This is an optimization exercise on Yosys and OpenROAD, whose aim is small area and a short achievable clock period, not a production implementation.
In this exercise RTL edits were held to simulation tests only and were not proved equivalent to the original.
In every run shown here, the design's own scripts or RTL, not TritonCTS, make the clock network.
The clock port is modelled as an ideal driver, which makes a skipped or thinned clock tree look cheaper than it is; a real chip needs a root buffer or a tree.
No activity file was given, so power comes from the tool's default toggle rates.

## design.v

```verilog
package spu_pkg;
    typedef enum logic [2:0] {
        FMT_RR  = 3'd0,
        FMT_RI7 = 3'd2
    } fmt_e;
    localparam logic [1:0] SH_SHL_OP   = 2'b11;
    localparam logic [1:0] SH_ROT_OP   = 2'b00;
    localparam logic [1:0] SH_ROTM_OP  = 2'b01;
    localparam logic [1:0] SH_ROTMA_OP = 2'b10;
endpackage
module sf2_shifter #(
    parameter int LO = 0,
    parameter int HI = 3
) (
    input  logic [15:0] x,
    input  logic [3:0]  amt,
    output logic [15:0] y
);
    logic [15:0] lv [LO:HI+1];
    assign lv[LO] = x;
    for (genvar l = LO; l <= HI; l++) begin : g_l
        assign lv[l+1] = amt[l] ? {lv[l][15-(1<<l):0], lv[l][15:16-(1<<l)]} : lv[l];
    end
    assign y = lv[HI+1];
endmodule
module sf2_rot2 #(
    parameter int LO = 0,
    parameter int HI = 3
) (
    input  logic [15:0] x,
    input  logic [3:0]  amt,
    input  logic [3:0]  amtn,
    output logic [15:0] y
);
    logic [15:0] lv [LO:HI+1];
    assign lv[LO] = x;
    for (genvar l = LO; l <= HI; l++) begin : g_l
        assign lv[l+1] = ({16{amt[l]}} & {lv[l][15-(1<<l):0], lv[l][15:16-(1<<l)]})
                       | ({16{amtn[l]}} & lv[l]);
    end
    assign y = lv[HI+1];
endmodule
module simple_fixed_2
(
    input  logic         clk,
    input  logic         reset,
    input  logic [0:10]  op,
    input  logic [2:0]   format,
    input  logic [6:0]   rt_addr,
    input  logic [0:127] ra,
    input  logic [0:127] rb,
    input  logic [0:17]  imm,
    input  logic         reg_write,
    output logic [0:127] rt_wb,
    output logic [6:0]   rt_addr_wb,
    output logic         reg_write_wb
);
    localparam int S0 = 1;   
    logic ok0, ri_fmt, ri0, wide0;
    assign ri_fmt = op[5] ? (format == spu_pkg::FMT_RI7) : (format == spu_pkg::FMT_RR);
    assign ok0   = (op[0:4] == 5'b00001) && op[6] && op[7] && ri_fmt;
    assign ri0   = op[5];
    assign wide0 = !op[8];
    logic [4:0]  s_cl [4];
    logic [4:0]  s_cu [4];
    logic [15:0] s_hu [4];
    logic [15:0] s_hl [4];
    logic [1:0]  s_sg [4];
    for (genvar j = 0; j < 4; j++) begin : g_s
        logic [31:0] x, b;
        assign x = ra[32*j +: 32];
        assign b = rb[32*j +: 32];
        assign s_cl[j] = ri0 ? imm[13:17] : b[4:0];
        assign s_cu[j] = ri0 ? (wide0 ? {imm[12], imm[14:17]} : imm[13:17])
                             : (wide0 ? {b[5], b[3:0]} : b[20:16]);
        assign s_sg[j] = {x[31], wide0 ? x[31] : x[15]};
        sf2_shifter #(.LO(0), .HI(S0-1)) u_u (.x(x[31:16]), .amt(s_cu[j][3:0]), .y(s_hu[j]));
        sf2_shifter #(.LO(0), .HI(S0-1)) u_l (.x(x[15:0]),  .amt(s_cl[j][3:0]), .y(s_hl[j]));
    end
    logic         r1_ok, r1_we;
    logic [6:0]   r1_addr;
    logic         r1_wide;
    logic [1:0]   r1_kind;
    logic [15:0]  r1_hu [4];
    logic [15:0]  r1_hl [4];
    logic [4:0]   r1_cl [4];
    logic [4:0]   r1_cu [4];
    logic [1:0]   r1_sg [4];
    logic [3:0]   r1_cun [4];   
    logic [3:0]   r1_cln [4];
    always_ff @(posedge clk or negedge reset) begin
        if (!reset) begin
            r1_ok   <= 1'b0;
            r1_we   <= 1'b0;
            r1_addr <= '0;
        end else begin
            r1_ok   <= ok0;
            r1_we   <= reg_write;
            r1_addr <= rt_addr;
        end
    end
    always_ff @(posedge clk) begin
        r1_wide <= wide0;
        r1_kind <= op[9:10];
        for (int j = 0; j < 4; j++) begin
            r1_hu[j] <= s_hu[j];
            r1_hl[j] <= s_hl[j];
            r1_cl[j] <= s_cl[j];
            r1_cu[j] <= s_cu[j];
            r1_sg[j] <= s_sg[j];
            r1_cun[j] <= ~s_cu[j][3:0];
            r1_cln[j] <= ~s_cl[j][3:0];
        end
    end
    logic [0:127] a_rt;
    logic         shl, rot, arith;
    assign shl   = r1_kind == spu_pkg::SH_SHL_OP;
    assign rot   = r1_kind == spu_pkg::SH_ROT_OP;
    assign arith = r1_kind == spu_pkg::SH_ROTMA_OP;
    function automatic logic [15:0] therm(input logic [3:0] c);
        logic [15:0] t;
        t = 16'hFFFF;
        for (int l = 0; l < 4; l++)
            for (int k = 0; k < 16; k++)
                if (((k >> l) & 1) == 1)
                    t[k] = t[k] | !c[l];
                else
                    t[k] = t[k] & !c[l];
        therm = t;
    endfunction
    for (genvar j = 0; j < 4; j++) begin : g_a
        logic [15:0] hu, hl, ou, ol, gu, gl, t;
        logic [4:0]  cu, cl;
        logic        c5, zu, zl, zw, fu, fl;
        logic        au, bu, ccu, al, bl, ccl;
        sf2_rot2 #(.LO(S0), .HI(3)) u_u (.x(r1_hu[j]), .amt(r1_cu[j][3:0]), .amtn(r1_cun[j]), .y(hu));
        sf2_rot2 #(.LO(S0), .HI(3)) u_l (.x(r1_hl[j]), .amt(r1_cl[j][3:0]), .amtn(r1_cln[j]), .y(hl));
        assign cu = r1_cu[j];
        assign cl = r1_cl[j];
        assign c5 = r1_cu[j][4];   
        assign zu = cu == 5'd0;
        assign zl = cl == 5'd0;
        assign zw = zl && !c5;
        assign fu = arith && r1_sg[j][1];
        assign fl = arith && r1_sg[j][0];
        always_comb begin
            if (rot) begin
                au = 1'b1; bu = 1'b0; ccu = 1'b0;
                al = 1'b1; bl = 1'b0; ccl = 1'b0;
            end else if (r1_wide) begin
                au  = shl ? !c5 && !cl[4] : zw;
                bu  = shl && !c5 && cl[4];
                ccu = !shl && c5 && cl[4];
                al  = shl ? 1'b0 : zw || (c5 && cl[4]);
                bl  = shl && !c5 && !cl[4];
                ccl = !shl && c5;
            end else begin
                au  = !shl && zu;
                bu  = shl && !cu[4];
                ccu = !shl && cu[4];
                al  = !shl && zl;
                bl  = shl && !cl[4];
                ccl = !shl && cl[4];
            end
        end
        assign gu = therm(cu[3:0]);
        assign gl = therm(cl[3:0]);
        assign t  = r1_wide ? gl ^ {16{cl[4]}} : 16'hFFFF;
        for (genvar k = 0; k < 16; k++) begin : g_k
            logic ku, kl;
            assign ku = au || (gu[k] ? bu : ccu);
            assign kl = al || (gl[k] ? bl : ccl);
            assign ou[k] = ku ? (t[k] ? hu[k] : hl[k]) : fu;
            assign ol[k] = kl ? (t[k] ? hl[k] : hu[k]) : fl;
        end
        assign a_rt[32*j +: 32] = {ou, ol};
    end
    logic [0:127] r2_rtn, r3_rt;
    logic [6:0]   r2_addr, r3_addr;
    logic         r2_kill, r2_we, r3_we;
    always_ff @(posedge clk)
        r2_rtn <= ~a_rt;
    always_ff @(posedge clk or negedge reset) begin
        if (!reset) begin
            r2_kill <= 1'b1;
            r2_addr <= '0;
            r2_we   <= 1'b0;
            r3_rt   <= '0;
            r3_addr <= '0;
            r3_we   <= 1'b0;
        end else begin
            r2_kill <= !r1_ok;
            r2_addr <= r1_addr;
            r2_we   <= r1_ok & r1_we;
            r3_rt   <= ~(r2_rtn | {128{r2_kill}});
            r3_addr <= r2_addr;
            r3_we   <= r2_we;
        end
    end
    assign rt_wb        = r3_rt;
    assign rt_addr_wb   = r3_addr;
    assign reg_write_wb = r3_we;
endmodule
```

## flow/run.sh

```bash
#!/bin/bash
# Standard ORFS layout with plain buf_1 port buffers and a two-level clock
# tree built by flow/mycts.tcl in place of the flow's clock tree synthesis.
set -euo pipefail
bash standard.sh "BUFFER_PORTS_ARGS=-buffer_cell sky130_fd_sc_hd__buf_1" "PRE_CTS_TCL=$PWD/flow/mycts.tcl" finish > standard.log 2>&1
```

## flow/mycts.tcl

```tcl
# Two-level clock tree. The flip-flops are split by position into 2 x 2
# quadrants of equal count, and each quadrant into cols x rows groups of
# equal count. The clock port drives one clkbuf_16 per quadrant, at the
# middle of its flip-flops; each of these drives one leaf buffer per group,
# at the middle of the group's flip-flops, which drives the group's clock pins.
proc my_split {items idx parts} {
  set s [lsort -integer -index $idx $items]
  set n [llength $s]
  set out {}
  for {set i 0} {$i < $parts} {incr i} {
    lappend out [lrange $s [expr {$i * $n / $parts}] [expr {($i + 1) * $n / $parts - 1}]]
  }
  return $out
}

proc my_middle {items} {
  set sx 0; set sy 0
  foreach s $items { incr sx [lindex $s 1]; incr sy [lindex $s 2] }
  set n [llength $items]
  return [list [expr {$sx / $n}] [expr {$sy / $n}]]
}

proc my_buffer {name xy innet {cell sky130_fd_sc_hd__clkbuf_16}} {
  set block [ord::get_db_block]
  set b [odb::dbInst_create $block [[ord::get_db] findMaster $cell] $name]
  $b setLocation [lindex $xy 0] [lindex $xy 1]
  $b setPlacementStatus PLACED
  set net [odb::dbNet_create $block net_$name]
  $net setSigType CLOCK
  [$b findITerm A] connect $innet
  [$b findITerm X] connect $net
  return $net
}

proc my_two_level_cts {cols rows {leaf sky130_fd_sc_hd__clkbuf_16}} {
  set block [ord::get_db_block]
  set clk [$block findNet clk]
  set sinks {}
  foreach it [$clk getITerms] {
    set b [[$it getInst] getBBox]
    lappend sinks [list $it [expr {([$b xMin] + [$b xMax]) / 2}] [expr {([$b yMin] + [$b yMax]) / 2}]]
  }
  foreach s $sinks { [lindex $s 0] disconnect }
  puts "mycts: [llength $sinks] sinks, 4 quadrants of $cols x $rows groups"
  set q 0
  foreach half [my_split $sinks 1 2] {
    foreach quad [my_split $half 2 2] {
      set qnet [my_buffer clkbuf_q$q [my_middle $quad] $clk]
      set g 0
      foreach col [my_split $quad 1 $cols] {
        foreach grp [my_split $col 2 $rows] {
          set lnet [my_buffer clkbuf_q${q}_$g [my_middle $grp] $qnet $leaf]
          foreach s $grp { [lindex $s 0] connect $lnet }
          incr g
        }
      }
      incr q
    }
  }
}

my_two_level_cts 2 3 
# the tree is built; make the flow's own clock tree step a no-op
rename clock_tree_synthesis orfs_clock_tree_synthesis
proc clock_tree_synthesis {args} { puts "clock tree built by flow/mycts.tcl" }
```

## standard.sh

```bash
#!/bin/bash
# synth_recipe.tcl (not shown) runs the flow's synth.tcl, then flattens the netlist and writes it again
# the make line also repeats each setting of config.mk as NAME=value (left out here)
make -C /OpenROAD-flow-scripts/flow DESIGN_CONFIG=/design/flow/config.mk WORK_HOME=/design/flow/orfs CLKGATE_MAP_FILE= SYNTH_SCRIPT=/design/flow/synth_recipe.tcl "${@:-finish}"
```

## config.mk

```make
export PLATFORM = sky130hd
export DESIGN_NAME = simple_fixed_2
export DESIGN_NICKNAME = simple_fixed_2
export VERILOG_FILES = /design/flow/design.v
export SDC_FILE = /design/flow/constraint.sdc
export NUM_CORES = 4
export LEC_CHECK = 0
export CAP_MARGIN = 20
export CORE_MARGIN = 2
export CORE_UTILIZATION = 60
export PLACE_DENSITY = 0.75
export SETUP_SLACK_MARGIN = 3.9
export SLEW_MARGIN = 20
```

## constraint.sdc

```tcl
create_clock -name core_clock -period 6.0 [get_ports {clk}]
set_input_delay 1.2000 -clock core_clock [delete_from_list [all_inputs] [get_ports {clk}]]
set_output_delay 1.2000 -clock core_clock [all_outputs]
set_load 0.01 [all_outputs]
```

==> impl_metrics.yaml, run 1 <==
critical_path:
  rr_endpoint: "r2_rtn[100]$_DFF_P_"
  r2r_start: "r1_cl[3][1]$_DFF_P_"
  cpPeakStageDelay_ns: 0.46
  r2r_setup_slack_ns: 3.87
  crit_type: "register to output port"
  r2r_cells: 7
  slowest_stage: "dfrtp_1"
  path_max_fanout: 1
  cp_num_buf_inv: 1
  startpoint_type: "register"
  path_cells: "buf_2"
  endpoint_kind: "output port"
  arrival_ns: 0.99
  crit_required_ns: 4.80
  critPathTopFamily: "flip-flops"
floorplanning:
  rows: 72
  ios: 434
  coreArea_um2: 38600
  fp.dieH_um: 201
  initial_utilization: 0.606
  die_w_um: 201
  die_area_um2: 40500
yosys:
  synthArstFlopShare: 0.318
  synth_nets: 2875
  seq_area_frac_synth: 0.449
  syn_area_per_cell_um2: 9.07
  netlist_area_um2: 23400
  yosys_warnings: 27
  syn_inst: 2577
  synth_enable_flop_cells: 0
  synth_area_leader_cell: "dfxtp_1"
  synth.area.top_cells: "dfxtp_1 (28%), dfrtp_1 (16%), mux2i_1 (12%)"
  ys_seq_elements: 485
  ys.flop_type: "dfxtp_1"
  netlist.area_leader.share: 0.284
  yosysUniqueCellTypes: 54
cts:
  cts.reportedPaths.clkPinSlew_ns: 0.08
  hold_buffers: 0
  clk_latency_ns: 0.36
finish:
  fillers: 2918
  area_delta_synth_final_pct: 18.4
  final_cells: 3380
  drive_gt1_frac: 0.151
  nets: 3160
  final_area_um2: 27700
placed_design:
  placed_area_um2: 24800
  dp_cells: 3250
  dp_hpwl_mm: 50.3
  pre_cts_ws_ns: 2.63
  portBuffers: 337
  gp_congestion: 0.973
timing:
  post-route-period-util: 0.364
  worstMarginPinSlew_ns: 0.747
  fmax_mhz: 457
  relSlewSlack: 0.496
  skew_ns: 0.0325
  drv_slew: 0
  rsz0062_at_grt: "true"
  hold_viol_final: 0
  finalSetupTns_ns: 0
  finalCriticalPeriod_ns: 2.19
  layout_setup_ws_ns: 3.81
  setup_violations: 0
global_route:
  track_usage: 0.346
  grt_max_degree: 72
  grt_pass1_wl_mm: 112
  grt_overflow: 0
  grt_pass1_vias: 19700
  antenna_found_initial: 5
drt:
  drc: 0
  drtPass1Iterations: 6
  vias: 21300
  drt.antenna.violating_nets: 0
  wl_per_cell_um: 22.0
  drt-initial-drc-count: 2308
  vias_per_cell: 6.31
  drt_wl_total_mm: 74.5
hold_path:
  hp-start: "r2_we$_DFF_PN0_"
  whs_path_depth: 0
  holdPathEnd: "r3_we$_DFF_PN0_"
  hold_path.class: "register to register"
job:
  drv_cap: 0
power_and_ir_drop:
  total_power_mw: 7.57
  vdd_ir_drop_max_uv: 213
  power_density_nw_per_um2: 274
  p_leak_nw: 11.9
run_status:
  status: "timing/DRC/antenna clean"
==> state kept, by name, indices dropped and copies added, names as in the netlist, 2 cells and up <==
signal   flops
r2_addr      7
r1_kind      2
r3_rt      128
r1_cu       20
r1_sg        8
r1_cln      12
r3_addr      7
r1_hl       64
r1_cun      12
r1_hu       64
r1_addr      7
r2_rtn     128
r1_cl       20
==> final cells by class <==
type                            instances  area [um2]  area share
Inverter                               50         218     0.00787
Timing Repair inverter                  1        11.3    0.000407
Antenna cell                            2        5.00    0.000181
Sequential cell                       485       10600       0.381
Multi-Input combinational cell       1847       12700       0.460
Buffer                                 28         701      0.0253
Timing Repair Buffer                  449        2810       0.102
Tap cell                              518         648      0.0234
==> synthesized netlist by cell type, types with 4 or more instances <==
cell type / instances
a211oi_1: 6
a21oi_1: 23
a22oi_1: 128
and2_1: 17
and3_1: 4
buf_1: 13
buf_2: 37
buf_4: 5
buf_6: 10
clkbuf_1: 131
dfrtp_1: 153
dfxtp_1: 331
inv_1: 46
inv_2: 4
mux2_2: 72
mux2i_1: 291
nand2_1: 417
nand2b_1: 16
nand3_1: 24
nand4_1: 4
nor2_1: 284
nor3_1: 9
nor3_2: 5
nor3b_2: 4
o211ai_1: 75
o211ai_2: 17
o21a_1: 20
o21ai_0: 65
o21ai_1: 8
o22ai_1: 259
o311ai_0: 10
o31ai_1: 7
or4_1: 4
or4_4: 4
xnor2_1: 39
xor2_1: 4
==> routing by layer <==
metal,track usage,vias up,share of wire
met1,0.465,10200,0.40
met5,0,-,0.00019
met2,0.558,1132,0.46
li1,-,9763,-
met3,0.0552,216,0.085
met4,0.144,2,0.050
==> timing repair <==
item | in CTS | in global routing
endpoints found under the setup margin | 432 | 187
gates cloned | 11 | 3
setup buffers | 69 | 17
pin swaps | 54 | 11
resized for setup | 216 | 99
==> stage by stage <==
stage          hold WS [ns]  utilization
3_3_place_gp          0.334        0.643
6_report              0.354        0.718
5_1_grt               0.355        0.717
2_1_floorplan         0.331            -
3_5_place_dp          0.336        0.643
4_1_cts               0.336        0.705
==> logic make-up (layout without fill, tap and decap cells) <==
family	Yosys count	after routing	synth area share
other cells	0	2	0
flops	485	485	0.449
compound gates	632	632	0.186
simple gates	806	807	0.143
mux	364	364	0.160
xor+xnor	44	44	0.0168
buf+inv	246	528	0.0455
==> report_power, final <==
part | internal [mW] | total, mW | switching, mW | leakage (nW)
Clock | 0.837 | 1.83 | 0.989 | 0.345
Sequential | 3.53 | 3.76 | 0.231 | 4.88
Combinational | 0.812 | 1.99 | 1.17 | 6.66
Total | 5.18 | 7.57 | 2.39 | 11.9
==> cell usage in the layout, fill, tap and decap left out, types with 52 or more instances in the layout <==
master | synthesis | final
mux2i_1 | 291 | 282
nand2_1 | 417 | 366
dfxtp_1 | 331 | 304
o211ai_1 | 75 | 75
o22ai_1 | 259 | 259
mux2_4 | 0 | 52
dfrtp_1 | 153 | 152
a22oi_1 | 128 | 128
buf_1 | 13 | 311
nor2_1 | 284 | 281
buf_4 | 5 | 57
==> worst max-delay path by stage <==
stage	startpoint	end	slack (ns)	depth (start not counted)
global placement	r1_wide$_DFF_P_	r2_rtn[88]$_DFF_P_	2.69	6
floorplan	op[5]	r1_hl[2][10]$_DFF_P_	3.57	5
global route	r3_rt[88]$_DFF_PN0_	rt_wb[88]	3.82	1
finish	r3_rt[88]$_DFF_PN0_	rt_wb[88]	3.81	1
detailed placement	r1_wide$_DFF_P_	r2_rtn[88]$_DFF_P_	2.63	6
CTS	op[5]	r1_hl[0][13]$_DFF_P_	3.61	5
==> inputs of run 2 (changes only) <==
--- a/config.mk
+++ b/config.mk
@@ -10,3 +10,3 @@
 export CORE_UTILIZATION = 60
-export PLACE_DENSITY = 0.75
+export PLACE_DENSITY = 0.5
 export SETUP_SLACK_MARGIN = 3.9
==> impl_metrics.yaml, run 2 <==
run_status:
  status: "timing/DRC/antenna clean"
drt:
  drt.antenna.violating_nets: 0
  drc: 0
  drt-met1-wl_mm: 29.3
  vias: 21300
  wl_met2_mm: 34.7
  drt_wl_total_mm: 72.8
  wl_met3_mm: 5.74
  drtPass1Iterations: 6
  vias_per_cell: 6.28
  drt-initial-drc-count: 1995
  routed.top_layer: "met5"
  wl_per_cell_um: 21.5
finish:
  area_delta_synth_final_pct: 18.5
  fillers: 2918
  largestRegisters: "r2_rtn (128), r3_rt (128)"
  drive_gt1_frac: 0.151
  final_util: 0.718
  most-common-layout-cells: "nand2_1 (362), buf_1 (325), dfxtp_1 (302), nor2_1 (281), mux2i_1 (279)"
  multi_input_area_um2: 12700
  regArea_um2: 10600
  layout_commonest_cell: "nand2_1"
  nets: 3166
  final_area_um2: 27700
floorplanning:
  ios: 434
  die_area_um2: 40500
  coreArea_um2: 38600
  die_w_um: 201
  rows: 72
  fp.dieH_um: 201
  initial_utilization: 0.606
yosys:
  yosys_warnings: 27
  ys.flop_type: "dfxtp_1"
  syn_inst: 2577
  post-synth-top-count-cell: "nand2_1"
  synth.area.top_cells: "dfxtp_1 (28%), dfrtp_1 (16%), mux2i_1 (12%)"
  synth_nets: 2875
  synth_enable_flop_cells: 0
  syn_area_per_cell_um2: 9.07
  netlist_area_um2: 23400
  ys_seq_elements: 485
  yosysUniqueCellTypes: 54
  seq_area_frac_synth: 0.449
  synth_commonest_cells: "nand2_1 (417), dfxtp_1 (331), mux2i_1 (291), nor2_1 (284), o22ai_1 (259)"
  netlist.area_leader.share: 0.284
  synthArstFlopShare: 0.318
  synth_area_leader_cell: "dfxtp_1"
critical_path:
  cpPeakStageDelay_ns: 0.43
  arrival_ns: 0.94
  startpoint_type: "register"
  crit_required_ns: 4.80
  path_max_fanout: 1
  path_cells: "clkbuf_2"
  slowest_stage: "dfrtp_1"
  crit_type: "register to output port"
  critPathTopFamily: "flip-flops"
  cp_num_buf_inv: 1
  endpoint_kind: "output port"
hold_path:
  hold_path.class: "register to register"
global_route:
  track_usage: 0.339
  antenna_found_initial: 6
  grt_overflow: 0
  grt_pass1_vias: 19400
  grt_max_degree: 97
  grt_pass1_wl_mm: 110
cts:
  clk_latency_ns: 0.36
  hold_buffers: 0
  cts.reportedPaths.clkPinSlew_ns: 0.08
timing:
  fmax_mhz: 468
  post-route-period-util: 0.356
  finalSetupTns_ns: 0
  skew_ns: 0.0197
  finalCriticalPeriod_ns: 2.14
  relSlewSlack: 0.581
  rsz0062_at_grt: "true"
  setup_violations: 0
  drv_slew: 0
  hold_viol_final: 0
  worstMarginPinSlew_ns: 0.624
power_and_ir_drop:
  power_density_nw_per_um2: 273
  p_leak_nw: 11.9
  vdd_ir_drop_max_uv: 190
  total_power_mw: 7.55
placed_design:
  dp_hpwl_mm: 49.5
  gp_congestion: 0.911
  portBuffers: 337
  placed_area_um2: 24800
job:
  drv_cap: 0
[run 2: kinds of logic after synthesis]
| logic type | count (synthesis) | share of synthesized area |
|---|---|---|
| muxes | 364 | 0.160 |
| xor gates and xnor gates | 44 | 0.0168 |
| and+or+nand+nor | 806 | 0.143 |
| buffers and inverters | 246 | 0.0455 |
| AOI/OAI and AO/OA | 632 | 0.186 |
| DFF | 485 | 0.449 |
[run 2: area by class of cell]
type,instances,share of cell area
Antenna cell,3,0.000271
Buffer,28,0.0253
Inverter,50,0.00732
Multi-Input combinational cell,1846,0.460
Sequential cell,485,0.381
Tap cell,518,0.0234
Timing Repair Buffer,456,0.102
Timing Repair inverter,1,0.000271
[run 2: stage by stage]
stage               hold WS [ns]  worst slack [ns]  cells
finish                     0.354              3.86   3387
global route               0.363              3.83   3386
CTS                        0.339              3.56   3365
detailed placement         0.339              2.43   3249
global placement           0.331              2.50   3248
floorplan                  0.331              3.57   2577
[run 2: per-layer routing]
metal	track usage	up-vias
met5	0	-
met2	0.566	1089
met4	0.123	4
met1	0.451	10200
li1	-	9777
met3	0.0465	179
[run 2: worst paths after layout]
| path | startpoint | endpoint | slack (ns) | cells after the start |
|---|---|---|---|---|
| worst max register to register | r1_cu[2][1]$_DFF_P_ | r2_rtn[68]$_DFF_P_ | 3.90 | 8 |
| worst max-delay path | r3_rt[120]$_DFF_PN0_ | rt_wb[120] | 3.86 | 1 |
| min in group asynchronous | reset | r3_rt[57]$_DFF_PN0_ | 0.83 | 1 |
| max in group asynchronous | reset | r3_rt[66]$_DFF_PN0_ | 4.31 | 2 |
| worst min register to register | r1_addr[3]$_DFF_PN0_ | r2_addr[3]$_DFF_PN0_ | 0.35 | 0 |
| worst min-delay path | r1_addr[3]$_DFF_PN0_ | r2_addr[3]$_DFF_PN0_ | 0.35 | 0 |
[run 2: power breakdown]
group | leakage [nW] | switching, mW | internal, mW
logic | 6.62 | 1.16 | 0.817
registers | 4.88 | 0.231 | 3.53
clock network | 0.345 | 0.978 | 0.837
total | 11.9 | 2.37 | 5.18
[run 2: repair_timing]
action	4_1_cts	5_1_grt
pin swaps	52	11
setup buffers	76	17
gates cloned	12	2
gates resized for setup	210	90
setup endpoints to repair	424	165
==> inputs of run 3 (changes only) <==
--- a/config.mk
+++ b/config.mk
@@ -10,4 +10,3 @@
 export CORE_UTILIZATION = 60
-export PLACE_DENSITY = 0.5
-export SETUP_SLACK_MARGIN = 3.9
+export SETUP_SLACK_MARGIN = 3.95
 export SLEW_MARGIN = 20
==> impl_metrics.yaml, run 3 <==
run_status:
  status: "timing/DRC/antenna clean"
finish:
  layout_commonest_cell: "nand2_1"
  nets: 3203
  final_area_um2: 28700
  area_delta_synth_final_pct: 22.7
  drive_gt1_frac: 0.206
  most-common-layout-cells: "nand2_1 (349), dfxtp_1 (299), nor2_1 (280), mux2i_1 (273), o22ai_1 (259)"
  final_cells: 3422
  largestRegisters: "r2_rtn (128), r3_rt (128)"
global_route:
  antenna_found_initial: 1
  grt_max_degree: 96
  track_usage: 0.339
  grt_pass1_vias: 19300
  grt_overflow: 0
  grt_pass1_wl_mm: 110
power_and_ir_drop:
  power_density_nw_per_um2: 267
  vdd_ir_drop_max_uv: 224
  p_leak_nw: 12.5
critical_path:
  endpoint_kind: "register"
  r2r_start: "r1_cu[2][0]$_DFF_P_"
  path_cells: "or4_4 -> a2111oi_4 -> nor3_4 -> buf_12 -> buf_6 -> o211ai_2 -> mux2i_1"
  crit_path_start: "r1_cu[2][0]$_DFF_P_"
  r2r_cells: 7
  startpoint_type: "register"
  path_max_fanout: 7
  r2r_setup_slack_ns: 3.78
  arrival_ns: 2.47
  crit_type: "register to register"
  cpPeakStageDelay_ns: 0.58
  rr_endpoint: "r2_rtn[66]$_DFF_P_"
  slowest_stage: "or4_4"
  crit_required_ns: 6.25
hold_path:
  whs_path_depth: 0
  hold_path.class: "register to register"
  hp-start: "r2_addr[2]$_DFF_PN0_"
  holdPathEnd: "r3_addr[2]$_DFF_PN0_"
floorplanning:
  die_area_um2: 40500
  die_w_um: 201
  initial_utilization: 0.606
  fp.dieH_um: 201
  ios: 434
  rows: 72
  coreArea_um2: 38600
timing:
  finalCriticalPeriod_ns: 2.22
  skew_ns: 0.0180
  fmax_mhz: 451
  finalSetupTns_ns: 0
  post-route-period-util: 0.369
  setup_violations: 0
  hold_viol_final: 0
  drv_slew: 0
  relSlewSlack: 0.562
  rsz0062_at_grt: "true"
  worstMarginPinSlew_ns: 0.655
yosys:
  seq_area_frac_synth: 0.449
  synth.area.top_cells: "dfxtp_1 (28%), dfrtp_1 (16%), mux2i_1 (12%)"
  netlist.area_leader.share: 0.284
  netlist_area_um2: 23400
  synth_nets: 2875
  synth_area_leader_cell: "dfxtp_1"
  yosysUniqueCellTypes: 54
  ys.flop_type: "dfxtp_1"
  syn_area_per_cell_um2: 9.07
  syn_inst: 2577
  synth_commonest_cells: "nand2_1 (417), dfxtp_1 (331), mux2i_1 (291), nor2_1 (284), o22ai_1 (259)"
  ys_seq_elements: 485
  post-synth-top-count-cell: "nand2_1"
  yosys_warnings: 27
  synth_enable_flop_cells: 0
  synthArstFlopShare: 0.318
drt:
  vias_per_cell: 6.31
  wl_per_cell_um: 21.9
  drt_wl_total_mm: 75.1
  vias: 21600
  drtPass1Iterations: 10
  drt-initial-drc-count: 2320
  drc: 0
  drt.antenna.violating_nets: 0
cts:
  hold_buffers: 0
  clk_latency_ns: 0.36
  cts.reportedPaths.clkPinSlew_ns: 0.08
placed_design:
  dp_cells: 3249
  dp_hpwl_mm: 49.1
  portBuffers: 337
  gp_congestion: 0.928
  placed_area_um2: 24800
job:
  drv_cap: 0
-- run 3: cell counts after synthesis --
No cell type changed its count.
-- run 3: cell families (layout without fill, tap and decap cells) --
kind of cell / after synthesis / after routing / synth area share
multiplexers: 364 / 364 / 0.160
other: 0 / 1 / 0
AO/OA/AOI/OAI: 632 / 632 / 0.186
AND/OR/NAND/NOR: 806 / 808 / 0.143
buffers and inverters: 246 / 570 / 0.0455
XOR/XNOR: 44 / 44 / 0.0168
flip-flops: 485 / 485 / 0.449
-- run 3: through the flow --
stage               power [mW]  hold slack [ns]  setup slack (ns)   util
detailed placement        5.51            0.336              2.64  0.643
global route              7.95            0.372              3.77  0.744
finish                    7.66            0.354              3.78  0.744
floorplan                 5.04            0.331              3.57      -
global placement          5.46            0.332              2.69  0.643
CTS                       7.16            0.338              3.52  0.717
-- run 3: power by group --
part           switching (mW)  total [mW]  internal [mW]
clock network           0.981        1.82          0.837
registers               0.223        3.75           3.53
logic                    1.22        2.09          0.878
-- run 3: worst max-delay path by stage --
| stage | to | slack, ns | cells after the start |
|---|---|---|---|
| final | r2_rtn[66]$_DFF_P_ | 3.78 | 7 |
| after global routing | r2_rtn[66]$_DFF_P_ | 3.77 | 8 |
| after CTS | r1_hl[1][10]$_DFF_P_ | 3.52 | 7 |
| after detailed placement | r1_hl[0][15]$_DFF_P_ | 2.64 | 4 |
| after global placement | r1_hl[0][5]$_DFF_P_ | 2.69 | 4 |
| after floorplan | r1_hl[2][10]$_DFF_P_ | 3.57 | 5 |
-- run 3: final cells by class --
cell class                 count  area, um2
multi-input combinational   1848      13100
timing repair buffer         490       3480
antenna                        1       2.50
buffer                        28        701
timing repair inverter         2       12.5
inverter                      50        208
sequential                   485      10600
fill                        2743       9880
tap                          518        648
-- run 3: metal layers --
layer  track usage  routed length (um)  vias up
met3        0.0379                6080      230
li1              -                   -     9843
met2         0.572               35600     1227
met1         0.452               29700    10300
met5             0                   0        -
met4         0.124                3710        0
-- run 3: critical path, delay by kind of cell, from the launching register on --
family | cells | cell delay, ns
compound gates | 2 | 0.40
buf+inv | 2 | 0.30
flops | 1 | 0.44
mux | 1 | 0.30
simple gates | 2 | 0.67
-- run 3: repair_timing --
| action | 4_1_cts | 5_1_grt |
|---|---|---|
| gates cloned | 14 | 8 |
| setup buffers | 81 | 41 |
| gates resized for setup | 257 | 225 |
| endpoints found under the setup margin | 434 | 334 |
| pin swaps | 35 | 58 |
==> inputs of run 4 (changes only) <==
--- a/config.mk
+++ b/config.mk
@@ -10,3 +10,3 @@
 export CORE_UTILIZATION = 60
-export SETUP_SLACK_MARGIN = 3.95
+export SETUP_SLACK_MARGIN = 3.85
 export SLEW_MARGIN = 20
==> impl_metrics.yaml, run 4 <==
timing:
  finalSetupTns_ns: 0
  fmax_mhz: 463
  finalCriticalPeriod_ns: 2.16
  drv_slew: 0
  rsz0062_at_grt: "true"
  hold_viol_final: 0
  worstMarginPinSlew_ns: 0.676
  setup_violations: 0
  relSlewSlack: 0.549
  skew_ns: 0.0255
  post-route-period-util: 0.360
  layout_setup_ws_ns: 3.84
critical_path:
  path_cells: "buf_12 -> or4_4 -> a2111oi_4 -> buf_4 -> nor3_4 -> o211ai_1 -> mux2i_1"
  crit_path_start: "r1_wide$_DFF_P_"
  endpoint_kind: "register"
  cp_num_buf_inv: 2
  arrival_ns: 2.45
  path_max_fanout: 8
  cpPeakStageDelay_ns: 0.52
  crit_required_ns: 6.28
  crit_type: "register to register"
  startpoint_type: "register"
  r2r_start: "r1_wide$_DFF_P_"
  critPathTopFamily: "simple AND/OR/NAND/NOR gates"
  slowest_stage: "or4_4"
placed_design:
  gp_congestion: 0.960
  portBuffers: 337
  pre_cts_ws_ns: 2.60
  dp_hpwl_mm: 48.3
power_and_ir_drop:
  p_leak_nw: 11.5
  clkPwrFrac: 0.242
  p_comb_frac: 0.251
  p_int_mw: 5.13
  swShare: 0.310
  seqPwrFrac: 0.506
  vdd_ir_drop_max_uv: 239
  p_sw_mw: 2.31
  power_density_nw_per_um2: 275
yosys:
  synth_commonest_cells: "nand2_1 (417), dfxtp_1 (331), mux2i_1 (291), nor2_1 (284), o22ai_1 (259)"
  post-synth-top-count-cell: "nand2_1"
  synth_enable_flop_cells: 0
  netlist_area_um2: 23400
  yosys_warnings: 27
  synth_nets: 2875
  syn_inst: 2577
  synth_area_leader_cell: "dfxtp_1"
  ys.flop_type: "dfxtp_1"
  syn_area_per_cell_um2: 9.07
  synth.area.top_cells: "dfxtp_1 (28%), dfrtp_1 (16%), mux2i_1 (12%)"
  netlist.area_leader.share: 0.284
  yosysUniqueCellTypes: 54
  synthArstFlopShare: 0.318
  seq_area_frac_synth: 0.449
  ys_seq_elements: 485
global_route:
  track_usage: 0.325
  antenna_found_initial: 4
  grt_overflow: 0
  grt_pass1_wl_mm: 106
  grt_pass1_vias: 19100
  grt_max_degree: 129
floorplanning:
  die_w_um: 201
  die_area_um2: 40500
  ios: 434
  rows: 72
  initial_utilization: 0.606
  coreArea_um2: 38600
  fp.dieH_um: 201
drt:
  drt-initial-drc-count: 1845
  vias: 20700
  drtPass1Iterations: 6
  vias_per_cell: 6.14
  drc: 0
  drt_wl_total_mm: 69.0
  drt.antenna.violating_nets: 0
  wl_per_cell_um: 20.5
run_status:
  status: "timing/DRC/antenna clean"
finish:
  drive_gt1_frac: 0.128
  largestRegisters: "r2_rtn (128), r3_rt (128)"
  area_delta_synth_final_pct: 15.6
  layout_commonest_cell: "nand2_1"
  most-common-layout-cells: "nand2_1 (383), buf_1 (327), dfxtp_1 (306), nor2_1 (282), mux2i_1 (282)"
  nets: 3143
cts:
  hold_buffers: 0
  cts.reportedPaths.clkPinSlew_ns: 0.08
  clk_latency_ns: 0.36
hold_path:
  hp-start: "r2_addr[1]$_DFF_PN0_"
  hold_path.class: "register to register"
job:
  drv_cap: 0
run 4: changes by cell type in the layout (fill, tap and decap cells not counted), moves of 8 or more:
cell and delta:
buf_1 +89, buf_12 -8, buf_16 -10, buf_4 -22, buf_6 -14, clkbuf_2 -86, mux2_2 +21, mux2_4 -21
mux2i_1 +9, nand2_1 +34, nand2_2 -22, nand2_4 -8, o21ai_2 -8
run 4: cell type report:
class	count	area [um2]
Antenna cell	4	10.0
Sequential cell	485	10500
Inverter	50	205
Timing Repair Buffer	431	2430
Tap cell	518	648
Buffer	28	701
Timing Repair inverter	2	16.3
Fill cell	3047	11500
Multi-Input combinational cell	1847	12500
run 4: timing repair:
| action | CTS | global route |
|---|---|---|
| setup buffers | 58 | 13 |
| setup endpoints to repair | 409 | 142 |
| gates cloned | 11 | 2 |
| resized for setup | 146 | 77 |
| pin swaps | 33 | 11 |
run 4: power by group through the flow:
stage                     Clock, mW  Combinational [mW]  Sequential (mW)
final                          1.80                1.87             3.76
after global routing           1.95                2.02             3.79
after CTS                      1.43                1.79             3.83
after detailed placement          0                1.66             3.82
after global placement            0                1.62             3.82
after floorplan                   0                1.34             3.68
run 4: final timing paths:
path | cells after the start | end | slack, ns
max | 7 | r2_rtn[12]$_DFF_P_ | 3.84
min | 0 | r3_addr[1]$_DFF_PN0_ | 0.35
max reg2reg | 7 | r2_rtn[12]$_DFF_P_ | 3.84
min reg2reg | 0 | r3_addr[1]$_DFF_PN0_ | 0.35
max in group asynchronous | 2 | r3_rt[1]$_DFF_PN0_ | 4.29
min in group asynchronous | 1 | r3_rt[73]$_DFF_PN0_ | 0.83
run 4: kinds of logic after synthesis:
kind of cell           Yosys count  synth area share
AND/OR/NAND/NOR                806             0.143
AO/OA/AOI/OAI                  632             0.186
flip-flops                     485             0.449
multiplexers                   364             0.160
buffers and inverters          246            0.0455
XOR/XNOR                        44            0.0168
run 4: worst reg2reg max path: stages, from the launching register on:
cell	delay (ns)
dfxtp_4	0.39
buf_12	0.14
or4_4	0.52
a2111oi_4	0.30
buf_4	0.20
nor3_4	0.06
o211ai_1	0.23
mux2i_1	0.25
run 4: metal layers:
metal  up-vias  track usage  wire (um)
li1       9741            -          -
met5         -            0         23
met1      9814        0.437      28500
met3       159       0.0505       5300
met2       950        0.537      32400
met4         4        0.111       2740
run 4: metrics by stage:
step	hold WS (ns)	instances	area, um2	power [mW]	util
floorplan	0.331	2577	23700	5.03	-
global placement	0.331	3248	24700	5.44	0.641
detailed placement	0.337	3248	24700	5.48	0.641
CTS	0.337	3345	26600	7.04	0.690
global route	0.359	3362	27000	7.76	0.700
finish	0.353	3365	27000	7.43	0.701
==> inputs of run 5 (changes only) <==
--- a/flow/mycts.tcl
+++ b/flow/mycts.tcl
@@ -61,3 +61,3 @@
 
-my_two_level_cts 2 3 
+my_two_level_cts 3 3 
 # the tree is built; make the flow's own clock tree step a no-op
==> impl_metrics.yaml, run 5 <==
timing:
  drv_slew: 0
  finalCriticalPeriod_ns: 2.18
  rsz0062_at_grt: "true"
  fmax_mhz: 458
  post-route-period-util: 0.364
  hold_viol_final: 0
  worstMarginPinSlew_ns: 0.689
  relSlewSlack: 0.540
  skew_ns: 0.0149
  setup_violations: 0
  finalSetupTns_ns: 0
critical_path:
  crit_end: "r1_hu[1][14]$_DFF_P_"
  endpoint_kind: "register"
  slowest_stage: "mux2_4"
  r2r_setup_slack_ns: 3.83
  r2r_cells: 7
  path_max_fanout: 8
  path_common_cell: "nand2_1"
  crit_type: "primary input to register"
  crit_path_start: "op[8]"
  arrival_ns: 2.44
  startpoint_type: "primary input"
  path_cells: "clkbuf_16 -> buf_12 -> mux2_4 -> o21ai_4 -> clkinvlp_4 -> nand2_1 -> nand2_1"
  r2r_start: "r1_cl[0][1]$_DFF_P_"
  crit_required_ns: 6.25
  cpPeakStageDelay_ns: 0.30
  rr_endpoint: "r2_rtn[12]$_DFF_P_"
floorplanning:
  rows: 72
  die_area_um2: 40500
  ios: 434
  coreArea_um2: 38600
  fp.dieH_um: 201
  die_w_um: 201
  initial_utilization: 0.606
global_route:
  antenna_found_initial: 4
  grt_pass1_vias: 19200
  grt_pass1_wl_mm: 107
  grt_overflow: 0
  grt_max_degree: 129
  track_usage: 0.330
yosys:
  ys.flop_type: "dfxtp_1"
  netlist.area_leader.share: 0.284
  synth_enable_flop_cells: 0
  synth_nets: 2875
  netlist_area_um2: 23400
  syn_inst: 2577
  synth.area.top_cells: "dfxtp_1 (28%), dfrtp_1 (16%), mux2i_1 (12%)"
  seq_area_frac_synth: 0.449
  ys_seq_elements: 485
  syn_area_per_cell_um2: 9.07
  synth_commonest_cells: "nand2_1 (417), dfxtp_1 (331), mux2i_1 (291), nor2_1 (284), o22ai_1 (259)"
  yosys_warnings: 27
  synth_area_leader_cell: "dfxtp_1"
  yosysUniqueCellTypes: 54
  synthArstFlopShare: 0.318
  post-synth-top-count-cell: "nand2_1"
hold_path:
  hold_path.class: "register to register"
finish:
  nets: 3171
  drive_gt1_frac: 0.132
  final_cells: 3392
  largestRegisters: "r2_rtn (128), r3_rt (128)"
  layout_commonest_cell: "nand2_1"
  area_delta_synth_final_pct: 17.9
  most-common-layout-cells: "nand2_1 (388), buf_1 (326), dfxtp_1 (307), mux2i_1 (284), nor2_1 (282)"
  final_area_um2: 27500
power_and_ir_drop:
  power_density_nw_per_um2: 286
  vdd_ir_drop_max_uv: 224
  p_leak_nw: 11.8
run_status:
  status: "timing/DRC/antenna clean"
cts:
  cts.reportedPaths.clkPinSlew_ns: 0.06
  hold_buffers: 0
  clk_latency_ns: 0.38
placed_design:
  gp_congestion: 0.960
  portBuffers: 337
  dp_cells: 3248
  dp_hpwl_mm: 48.3
  placed_area_um2: 24700
drt:
  drt_wl_total_mm: 70.2
  vias: 21000
  drc: 0
  wl_per_cell_um: 20.7
  drt.antenna.violating_nets: 0
  drtPass1Iterations: 6
  drt-initial-drc-count: 1833
  vias_per_cell: 6.19
job:
  drv_cap: 0
[run 5: cell types whose count changed in the layout (fill, tap and decap cells not counted), moves of 6 or more]
cell	change
mux2_4	+12
buf_4	+7
mux2_2	-12
o21ai_0	+10
clkbuf_16	+12
nand2_2	-6
[run 5: how the worst min path moves through the flow]
| stage | from | endpoint | slack [ns] | cells past startpoint |
|---|---|---|---|---|
| 2_1_floorplan | r1_addr[0]$_DFF_PN0_ | r2_addr[0]$_DFF_PN0_ | 0.33 | 0 |
| 3_3_place_gp | r1_addr[4]$_DFF_PN0_ | r2_addr[4]$_DFF_PN0_ | 0.33 | 0 |
| 3_5_place_dp | r2_addr[5]$_DFF_PN0_ | r3_addr[5]$_DFF_PN0_ | 0.34 | 0 |
| 4_1_cts | r2_addr[1]$_DFF_PN0_ | r3_addr[1]$_DFF_PN0_ | 0.34 | 0 |
| 5_1_grt | r1_addr[3]$_DFF_PN0_ | r2_addr[3]$_DFF_PN0_ | 0.36 | 0 |
| 6_report | r2_addr[5]$_DFF_PN0_ | r3_addr[5]$_DFF_PN0_ | 0.35 | 0 |
[run 5: logic make-up after synthesis]
| kind of cell | count (synthesis) | share of synthesized area |
|---|---|---|
| simple gates | 806 | 0.143 |
| mux | 364 | 0.160 |
| buf+inv | 246 | 0.0455 |
| xor+xnor | 44 | 0.0168 |
| flops | 485 | 0.449 |
| compound gates | 632 | 0.186 |
[run 5: layout make-up]
type	count	area, um2
multi-input combinational	1847	12400
fill	2944	11000
sequential	485	10500
timing repair buffer	446	2670
buffer	40	1000
tap	518	648
inverter	50	203
timing repair inverter	3	18.8
antenna	3	7.51
[run 5: stage by stage]
step | util | power [mW] | setup slack, ns | hold slack (ns)
2_1_floorplan | - | 5.03 | 3.57 | 0.331
3_3_place_gp | 0.641 | 5.44 | 2.63 | 0.331
3_5_place_dp | 0.641 | 5.48 | 2.60 | 0.337
4_1_cts | 0.702 | 7.46 | 3.49 | 0.337
5_1_grt | 0.714 | 8.21 | 3.77 | 0.357
6_report | 0.714 | 7.88 | 3.82 | 0.348
[run 5: worst max-delay path: cells and delay by family]
family | cells | cell delay (ns)
mux | 1 | 0.30
buf+inv | 3 | 0.51
simple gates | 2 | 0.18
compound gates | 1 | 0.23
[run 5: where the power goes]
| group | switching, mW | leakage, nW | internal (mW) |
|---|---|---|---|
| Sequential | 0.238 | 4.88 | 3.53 |
| Clock | 1.05 | 0.493 | 1.17 |
| Combinational | 1.11 | 6.46 | 0.786 |
[run 5: per-layer routing]
layer	up-vias	wire length (um)	global-route usage	share of wire
li1	9800	-	-	-
met2	954	33200	0.548	0.47
met1	10100	28800	0.439	0.41
met3	178	5220	0.0505	0.074
met5	-	24	0	0.00034
met4	4	2950	0.114	0.042
[run 5: repair_timing]
item,4_1_cts,5_1_grt
endpoints found under the setup margin,409,154
pin swaps,22,18
resized for setup,130,80
buffers inserted,69,15
gates cloned,12,4
==> inputs of run 6 (changes only) <==
--- a/flow/mycts.tcl
+++ b/flow/mycts.tcl
@@ -61,3 +61,3 @@
 
-my_two_level_cts 3 3 
+my_two_level_cts 2 4 sky130_fd_sc_hd__clkbuf_8
 # the tree is built; make the flow's own clock tree step a no-op
==> impl_metrics.yaml, run 6 <==
power_and_ir_drop:
  vdd_ir_drop_max_uv: 200
  seqPwrFrac: 0.522
  p_leak_nw: 11.5
  p_comb_frac: 0.261
  power_density_nw_per_um2: 267
  total_power_mw: 7.20
  swShare: 0.319
  p_int_mw: 4.91
  p_sw_mw: 2.30
  clkPwrFrac: 0.216
critical_path:
  critPathTopFamily: "flip-flops"
  endpoint_kind: "output port"
  path_max_fanout: 1
  cp_num_buf_inv: 1
  crit_type: "register to output port"
  arrival_ns: 0.96
  path_cells: "clkbuf_2"
  r2r_start: "r1_cl[0][1]$_DFF_P_"
  startpoint_type: "register"
  crit_required_ns: 4.80
  crit_path_start: "r3_rt[123]$_DFF_PN0_"
  slowest_stage: "dfrtp_1"
  cpPeakStageDelay_ns: 0.44
global_route:
  track_usage: 0.325
  grt_pass1_vias: 19100
  grt_max_degree: 129
  grt_pass1_wl_mm: 106
  grt_overflow: 0
  antenna_found_initial: 2
yosys:
  synth_nets: 2875
  netlist_area_um2: 23400
  syn_inst: 2577
  ys.flop_type: "dfxtp_1"
  netlist.area_leader.share: 0.284
  yosys_warnings: 27
  syn_area_per_cell_um2: 9.07
  synthArstFlopShare: 0.318
  synth.area.top_cells: "dfxtp_1 (28%), dfrtp_1 (16%), mux2i_1 (12%)"
  ys_seq_elements: 485
  synth_commonest_cells: "nand2_1 (417), dfxtp_1 (331), mux2i_1 (291), nor2_1 (284), o22ai_1 (259)"
  synth_area_leader_cell: "dfxtp_1"
  synth_enable_flop_cells: 0
  seq_area_frac_synth: 0.449
  post-synth-top-count-cell: "nand2_1"
  yosysUniqueCellTypes: 54
hold_path:
  hp-start: "r2_addr[5]$_DFF_PN0_"
  hold_path.class: "register to register"
drt:
  vias: 20800
  drt-initial-drc-count: 2056
  drt_wl_total_mm: 69.0
  wl_per_cell_um: 20.4
  drtPass1Iterations: 6
  drt.antenna.violating_nets: 0
  drc: 0
  vias_per_cell: 6.15
run_status:
  status: "timing/DRC/antenna clean"
cts:
  cts.reportedPaths.clkPinSlew_ns: 0.11
  clk_latency_ns: 0.37
  hold_buffers: 0
placed_design:
  dp_hpwl_mm: 48.3
  dp_cells: 3248
  gp_congestion: 0.960
  portBuffers: 337
timing:
  setup_violations: 0
  skew_ns: 0.0286
  post-route-period-util: 0.359
  fmax_mhz: 464
  worstMarginPinSlew_ns: 0.660
  finalCriticalPeriod_ns: 2.16
  hold_viol_final: 0
  rsz0062_at_grt: "true"
  relSlewSlack: 0.560
  finalSetupTns_ns: 0
  drv_slew: 0
finish:
  largestRegisters: "r2_rtn (128), r3_rt (128)"
  layout_commonest_cell: "nand2_1"
  area_delta_synth_final_pct: 15.5
  most-common-layout-cells: "nand2_1 (386), buf_1 (328), dfxtp_1 (307), nor2_1 (282), mux2i_1 (282)"
  final_cells: 3382
  nets: 3159
  drive_gt1_frac: 0.130
floorplanning:
  die_area_um2: 40500
  die_w_um: 201
  fp.dieH_um: 201
  coreArea_um2: 38600
  initial_utilization: 0.606
  ios: 434
  rows: 72
job:
  drv_cap: 0
-- run 6: routing by layer --
metal  up-vias  GRT usage  wire length (um)
met5         -          0                 0
met4         0      0.105              2460
met3       152     0.0426              5450
met2       996      0.542             32600
met1      9888      0.441             28500
li1       9761          -                 -
-- run 6: kinds of logic after synthesis --
kind of cell / share of synthesized area
compound gates: 0.186
flops: 0.449
buf+inv: 0.0455
simple gates: 0.143
xor+xnor: 0.0168
mux: 0.160
-- run 6: final timing paths --
kind	cells after the start	endpoint	slack [ns]
max	1	rt_wb[123]	3.84
min	0	r3_addr[5]$_DFF_PN0_	0.35
max reg2reg	7	r2_rtn[12]$_DFF_P_	3.88
min reg2reg	0	r3_addr[5]$_DFF_PN0_	0.35
max in group asynchronous	2	r3_rt[10]$_DFF_PN0_	4.28
min in group asynchronous	1	r3_rt[73]$_DFF_PN0_	0.83
-- run 6: final cells by class --
cell class	count	area, um2
well taps	518	648
inverters	50	205
diodes	5	12.5
flip-flops and latches	485	10500
multi-input cells	1847	12500
plain buffers	36	541
repair inverters	2	16.3
fillers	3038	11600
repair buffers	439	2550
-- run 6: power by group through the flow --
stage	Combinational (mW)	Sequential [mW]	Clock (mW)
after floorplan	1.34	3.68	0
after global placement	1.62	3.82	0
after detailed placement	1.66	3.82	0
after CTS	1.81	3.83	1.17
after global routing	2.03	3.79	1.70
final	1.88	3.76	1.56
-- run 6: repair_timing --
item                       4_1_cts  5_1_grt
pin swaps                       30       16
setup buffers                   68        9
cloned                          13        2
resized for setup              146       70
setup endpoints to repair      409      144
-- run 6: per-stage QoR --
step	instance area, um2	hold WS [ns]	worst slack (ns)	util
after floorplan	23700	0.331	3.57	-
after detailed placement	24700	0.337	2.60	0.641
after CTS	26600	0.337	3.52	0.690
after global routing	27000	0.362	3.81	0.700
final	27000	0.355	3.84	0.700
after global placement	24700	0.331	2.63	0.641
==> inputs of run 7 (changes only) <==
--- a/config.mk
+++ b/config.mk
@@ -10,3 +10,3 @@
 export CORE_UTILIZATION = 60
-export SETUP_SLACK_MARGIN = 3.85
+export SETUP_SLACK_MARGIN = 3.9
 export SLEW_MARGIN = 20
==> impl_metrics.yaml, run 7 <==
yosys:
  seq_area_frac_synth: 0.449
  synth_enable_flop_cells: 0
  ys.flop_type: "dfxtp_1"
  ys_seq_elements: 485
  netlist.area_leader.share: 0.284
  post-synth-top-count-cell: "nand2_1"
  synth_nets: 2875
  synth.area.top_cells: "dfxtp_1 (28%), dfrtp_1 (16%), mux2i_1 (12%)"
  synthArstFlopShare: 0.318
  netlist_area_um2: 23400
  syn_inst: 2577
  synth_area_leader_cell: "dfxtp_1"
  syn_area_per_cell_um2: 9.07
  yosysUniqueCellTypes: 54
  synth_commonest_cells: "nand2_1 (417), dfxtp_1 (331), mux2i_1 (291), nor2_1 (284), o22ai_1 (259)"
  yosys_warnings: 27
drt:
  vias_per_cell: 6.26
  drc: 0
  drt_wl_total_mm: 73.0
  vias: 21400
  drt.antenna.violating_nets: 0
  drt-initial-drc-count: 1995
  drtPass1Iterations: 7
  wl_per_cell_um: 21.4
placed_design:
  gp_congestion: 0.911
  dp_hpwl_mm: 49.5
  placed_area_um2: 24800
  portBuffers: 337
finish:
  area_delta_synth_final_pct: 18.3
  nets: 3188
  final_util: 0.717
  layout_commonest_cell: "nand2_1"
  most-common-layout-cells: "nand2_1 (372), buf_1 (325), dfxtp_1 (298), nor2_1 (281), mux2i_1 (280)"
  largestRegisters: "r2_rtn (128), r3_rt (128)"
  final_area_um2: 27600
  drive_gt1_frac: 0.156
  fillers: 2915
global_route:
  grt_overflow: 0
  track_usage: 0.337
  grt_max_degree: 97
  grt_pass1_vias: 19400
  antenna_found_initial: 5
  grt_pass1_wl_mm: 109
cts:
  hold_buffers: 0
  cts.reportedPaths.clkPinSlew_ns: 0.12
  clk_latency_ns: 0.36
critical_path:
  startpoint_type: "register"
  r2r_setup_slack_ns: 3.81
  rr_endpoint: "r2_rtn[43]$_DFF_P_"
  r2r_cells: 7
  path_max_fanout: 8
  crit_required_ns: 6.24
  crit_type: "register to register"
  arrival_ns: 2.43
  endpoint_kind: "register"
  r2r_start: "r1_wide$_DFF_P_"
floorplanning:
  die_w_um: 201
  coreArea_um2: 38600
  ios: 434
  rows: 72
  fp.dieH_um: 201
  die_area_um2: 40500
  initial_utilization: 0.606
power_and_ir_drop:
  vdd_ir_drop_max_uv: 176
  p_leak_nw: 11.9
  power_density_nw_per_um2: 264
  total_power_mw: 7.31
hold_path:
  whs_path_depth: 0
  hp-start: "r2_addr[1]$_DFF_PN0_"
  hold_path.class: "register to register"
  holdPathEnd: "r3_addr[1]$_DFF_PN0_"
timing:
  relSlewSlack: 0.579
  fmax_mhz: 457
  post-route-period-util: 0.365
  finalCriticalPeriod_ns: 2.19
  skew_ns: 0.0379
  drv_slew: 0
  worstMarginPinSlew_ns: 0.632
  finalSetupTns_ns: 0
  setup_violations: 0
  hold_viol_final: 0
  rsz0062_at_grt: "true"
job:
  drv_cap: 0
run_status:
  status: "timing/DRC/antenna clean"
[run 7: cell counts after synthesis]
Identical to the previous run, type by type.
[run 7: power breakdown]
part           internal (mW)  leakage, nW  total (mW)  switching [mW]
sequential              3.53         4.88        3.75           0.223
combinational          0.820         6.69        1.99            1.17
clock                  0.605        0.279        1.56           0.959
total                   4.95         11.9        7.31            2.35
[run 7: cell families (layout without fill, tap and decap cells)]
| family | count (synthesis) | in the layout | synth area share |
|---|---|---|---|
| flip-flops | 485 | 485 | 0.449 |
| XOR/XNOR | 44 | 44 | 0.0168 |
| multiplexers | 364 | 364 | 0.160 |
| AND/OR/NAND/NOR | 806 | 808 | 0.143 |
| AO/OA/AOI/OAI | 632 | 632 | 0.186 |
| other | 0 | 3 | 0 |
| buffers and inverters | 246 | 555 | 0.0455 |
[run 7: metrics by stage]
stage / hold slack, ns / std cells / setup slack, ns
6_report: 0.358 / 3409 / 3.81
3_3_place_gp: 0.331 / 3248 / 2.50
5_1_grt: 0.373 / 3408 / 3.77
4_1_cts: 0.339 / 3372 / 3.55
2_1_floorplan: 0.331 / 2577 / 3.57
3_5_place_dp: 0.339 / 3249 / 2.43
[run 7: routing by layer]
metal | vias up | track usage | share of wire | wire length, um
met2 | 1089 | 0.561 | 0.47 | 34400
met1 | 10300 | 0.448 | 0.40 | 29300
met5 | - | 0 | 0.00027 | 20
met4 | 4 | 0.122 | 0.043 | 3120
met3 | 189 | 0.0497 | 0.085 | 6190
li1 | 9818 | - | - | -
[run 7: cell type report]
class / count / area (um2) / share of cell area
antenna: 3 / 7.51 / 0.000272
buffer: 36 / 541 / 0.0196
inverter: 50 / 203 / 0.00734
multi-input combinational: 1848 / 12700 / 0.461
sequential: 485 / 10600 / 0.382
tap: 518 / 648 / 0.0235
timing repair buffer: 468 / 2910 / 0.105
timing repair inverter: 1 / 7.51 / 0.000272
[run 7: worst max-delay path, stage by stage (launching register included)]
cell	delay, ns
dfxtp_4	0.39
buf_6	0.13
or4_4	0.52
a2111oi_4	0.33
buf_4	0.19
nor3_4	0.07
o211ai_1	0.14
mux2i_1	0.29
[run 7: what timing repair did]
item | CTS | global route
setup endpoints to repair | 424 | 163
pin swaps | 48 | 16
setup buffers | 73 | 31
resized for setup | 199 | 98
gates cloned | 14 | 3
[run 7: how the worst max path moves through the flow]
stage / startpoint / to / slack, ns / cells after the start
after floorplan: op[5] / r1_hl[2][10]$_DFF_P_ / 3.57 / 5
after global placement: op[5] / r1_hu[1][5]$_DFF_P_ / 2.50 / 7
after detailed placement: op[5] / r1_hu[1][5]$_DFF_P_ / 2.43 / 7
after CTS: op[5] / r1_hl[2][8]$_DFF_P_ / 3.55 / 6
after global routing: r1_wide$_DFF_P_ / r2_rtn[43]$_DFF_P_ / 3.77 / 7
final: r1_wide$_DFF_P_ / r2_rtn[43]$_DFF_P_ / 3.81 / 7
==> inputs of run 8 (changes only) <==
--- a/config.mk
+++ b/config.mk
@@ -10,3 +10,3 @@
 export CORE_UTILIZATION = 60
-export SETUP_SLACK_MARGIN = 3.9
+export SETUP_SLACK_MARGIN = 3.8
 export SLEW_MARGIN = 20
==> impl_metrics.yaml, run 8 <==
yosys:
  netlist_area_um2: 23400
  seq_area_frac_synth: 0.449
  syn_inst: 2577
  yosysUniqueCellTypes: 54
  yosys_warnings: 27
  post-synth-top-count-cell: "nand2_1"
  synth_area_leader_cell: "dfxtp_1"
  synth_commonest_cells: "nand2_1 (417), dfxtp_1 (331), mux2i_1 (291), nor2_1 (284), o22ai_1 (259)"
  synth_enable_flop_cells: 0
  ys.flop_type: "dfxtp_1"
  synth.area.top_cells: "dfxtp_1 (28%), dfrtp_1 (16%), mux2i_1 (12%)"
  synth_nets: 2875
  syn_area_per_cell_um2: 9.07
  netlist.area_leader.share: 0.284
  synthArstFlopShare: 0.318
  ys_seq_elements: 485
floorplanning:
  initial_utilization: 0.606
  die_w_um: 201
  ios: 434
  coreArea_um2: 38600
  rows: 72
  die_area_um2: 40500
  fp.dieH_um: 201
hold_path:
  holdPathEnd: "r2_addr[5]$_DFF_PN0_"
  whs_path_depth: 0
  hp-start: "r1_addr[5]$_DFF_PN0_"
  hold_path.class: "register to register"
critical_path:
  arrival_ns: 2.42
  r2r_start: "r1_wide$_DFF_P_"
  r2r_cells: 6
  rr_endpoint: "r2_rtn[7]$_DFF_P_"
  endpoint_kind: "register"
  startpoint_type: "register"
  path_max_fanout: 7
  r2r_setup_slack_ns: 3.79
  crit_type: "register to register"
  crit_required_ns: 6.22
timing:
  rsz0062_at_grt: "true"
  post-route-period-util: 0.368
  setup_violations: 0
  finalSetupTns_ns: 0
  hold_viol_final: 0
  fmax_mhz: 453
  drv_slew: 0
  skew_ns: 0.0354
  worstMarginPinSlew_ns: 0.704
  relSlewSlack: 0.529
  finalCriticalPeriod_ns: 2.21
drt:
  drt_wl_total_mm: 69.4
  wl_per_cell_um: 20.6
  vias_per_cell: 6.15
  drt-initial-drc-count: 1880
  drc: 0
  vias: 20800
  drtPass1Iterations: 5
  drt.antenna.violating_nets: 0
placed_design:
  portBuffers: 337
  dp_cells: 3252
  gp_congestion: 0.921
  dp_hpwl_mm: 48.8
power_and_ir_drop:
  p_leak_nw: 11.5
  vdd_ir_drop_max_uv: 198
  power_density_nw_per_um2: 267
run_status:
  status: "timing/DRC/antenna clean"
finish:
  area_delta_synth_final_pct: 15.0
  nets: 3157
  final_cells: 3378
  final_util: 0.697
  most-common-layout-cells: "nand2_1 (389), buf_1 (334), dfxtp_1 (312), mux2i_1 (287), nor2_1 (281)"
  largestRegisters: "r2_rtn (128), r3_rt (128)"
  layout_commonest_cell: "nand2_1"
  drive_gt1_frac: 0.123
  fillers: 3121
global_route:
  track_usage: 0.325
  grt_pass1_vias: 19200
  antenna_found_initial: 5
  grt_max_degree: 102
  grt_pass1_wl_mm: 105
  grt_overflow: 0
cts:
  clk_latency_ns: 0.36
  cts.reportedPaths.clkPinSlew_ns: 0.11
job:
  drv_cap: 0
[run 8: cell counts after synthesis]
Identical to the previous run, type by type.
[run 8: routing by layer]
layer | share of wire | GRT usage
met4 | 0.046 | 0.136
met2 | 0.46 | 0.531
met5 | 0.00036 | 0
met1 | 0.42 | 0.431
met3 | 0.073 | 0.0517
[run 8: power breakdown]
| part | total, mW | internal [mW] | switching (mW) |
|---|---|---|---|
| registers | 3.76 | 3.53 | 0.230 |
| logic | 1.87 | 0.769 | 1.10 |
| clock network | 1.55 | 0.605 | 0.948 |
[run 8: worst max-delay path by stage]
stage / from / to / slack [ns] / cells after the start
after CTS: op[5] / r1_hu[2][12]$_DFF_P_ / 3.52 / 8
after detailed placement: op[5] / r1_hu[2][1]$_DFF_P_ / 2.55 / 7
after global routing: r1_wide$_DFF_P_ / r2_rtn[44]$_DFF_P_ / 3.76 / 8
final: r1_wide$_DFF_P_ / r2_rtn[7]$_DFF_P_ / 3.79 / 6
after global placement: op[8] / r1_hu[1][7]$_DFF_P_ / 2.62 / 7
after floorplan: op[5] / r1_hl[2][10]$_DFF_P_ / 3.57 / 5
[run 8: worst max-delay path, cell delays in order (launching register included)]
cell and delay [ns]:
dfxtp_4 0.40, buf_12 0.14, or4_4 0.52, a2111oi_4 0.35, nor3_4 0.13, o211ai_1 0.17, mux2i_1 0.36
[run 8: final cells by class]
type                    count  area, um2  area share
multi-input cells        1847      12400       0.462
flip-flops and latches    485      10500       0.392
repair buffers            437       2510      0.0936
well taps                 518        648      0.0241
plain buffers              36        541      0.0201
inverters                  50        203     0.00754
repair inverters            2       15.0    0.000559
diodes                      3       7.51    0.000279
[run 8: timing repair]
| action | in CTS | in global routing |
|---|---|---|
| gates resized for setup | 137 | 46 |
| setup buffers | 67 | 7 |
| hold buffers | 0 | 0 |
| gates cloned | 12 | 1 |
| pin swaps | 27 | 9 |
| setup endpoints to repair | 426 | 125 |
[run 8: logic make-up (layout without fill, tap and decap cells)]
| kind of cell | count (synthesis) | in the layout | synth area share |
|---|---|---|---|
| simple gates | 806 | 807 | 0.143 |
| compound gates | 632 | 632 | 0.186 |
| flops | 485 | 485 | 0.449 |
| mux | 364 | 364 | 0.160 |
| buf+inv | 246 | 525 | 0.0455 |
| xor+xnor | 44 | 44 | 0.0168 |
| other cells | 0 | 3 | 0 |
[run 8: through the flow]
step           setup slack, ns  power [mW]  area, um2  hold WS (ns)
2_1_floorplan             3.57        5.03      23700         0.331
3_3_place_gp              2.62        5.44      24700         0.332
3_5_place_dp              2.55        5.48      24800         0.336
4_1_cts                   3.52        6.79      26600         0.336
5_1_grt                   3.76        7.50      26900         0.359
6_report                  3.79        7.18      26900         0.355

-- re-timing with driven ports --
Ports are ideal in the flow. The routed layouts listed here were re-timed in OpenROAD.
Step 1 (the two cells are an assumption about what drives the block):
set clk [get_ports {clk}]
set_driving_cell -lib_cell sky130_fd_sc_hd__clkbuf_16 $clk
set_driving_cell -lib_cell sky130_fd_sc_hd__buf_2 [delete_from_list [all_inputs] $clk]
Step 2 moves the port delays by t, midway between the first and last clock arrival at a register: inputs arrive t later, outputs are due t later. That takes back most of the time a late clock gives input paths.
Three values: no drivers, after step 1, after step 2; two values: the first two.
run	t, ns	setup WS [ns]	hold WS [ns]
run 1	0.470	3.813 / 3.687 / 3.454	0.354 / 0.354 / 0.354
run 2	0.474	3.864 / 3.737 / 3.376	0.354 / 0.354 / 0.354
run 3	0.473	3.785 / 3.706 / 3.456	0.354 / 0.354 / 0.354
run 4	0.468	3.838 / 3.719 / 3.403	0.353 / 0.353 / 0.353
run 5	0.490	3.818 / 3.706 / 3.328	0.348 / 0.348 / 0.348
run 6	0.472	3.843 / 3.719 / 3.395	0.355 / 0.355 / 0.355
run 7	0.477	3.810 / 3.721 / 3.384	0.358 / 0.358 / 0.358
run 8	0.463	3.791 / 3.704 / 3.386	0.355 / 0.355 / 0.355
After both steps every run listed still meets setup and hold. The setup slack of run 5, which loses most, moves by -0.112 ns with the drivers and by -0.490 ns with both steps.
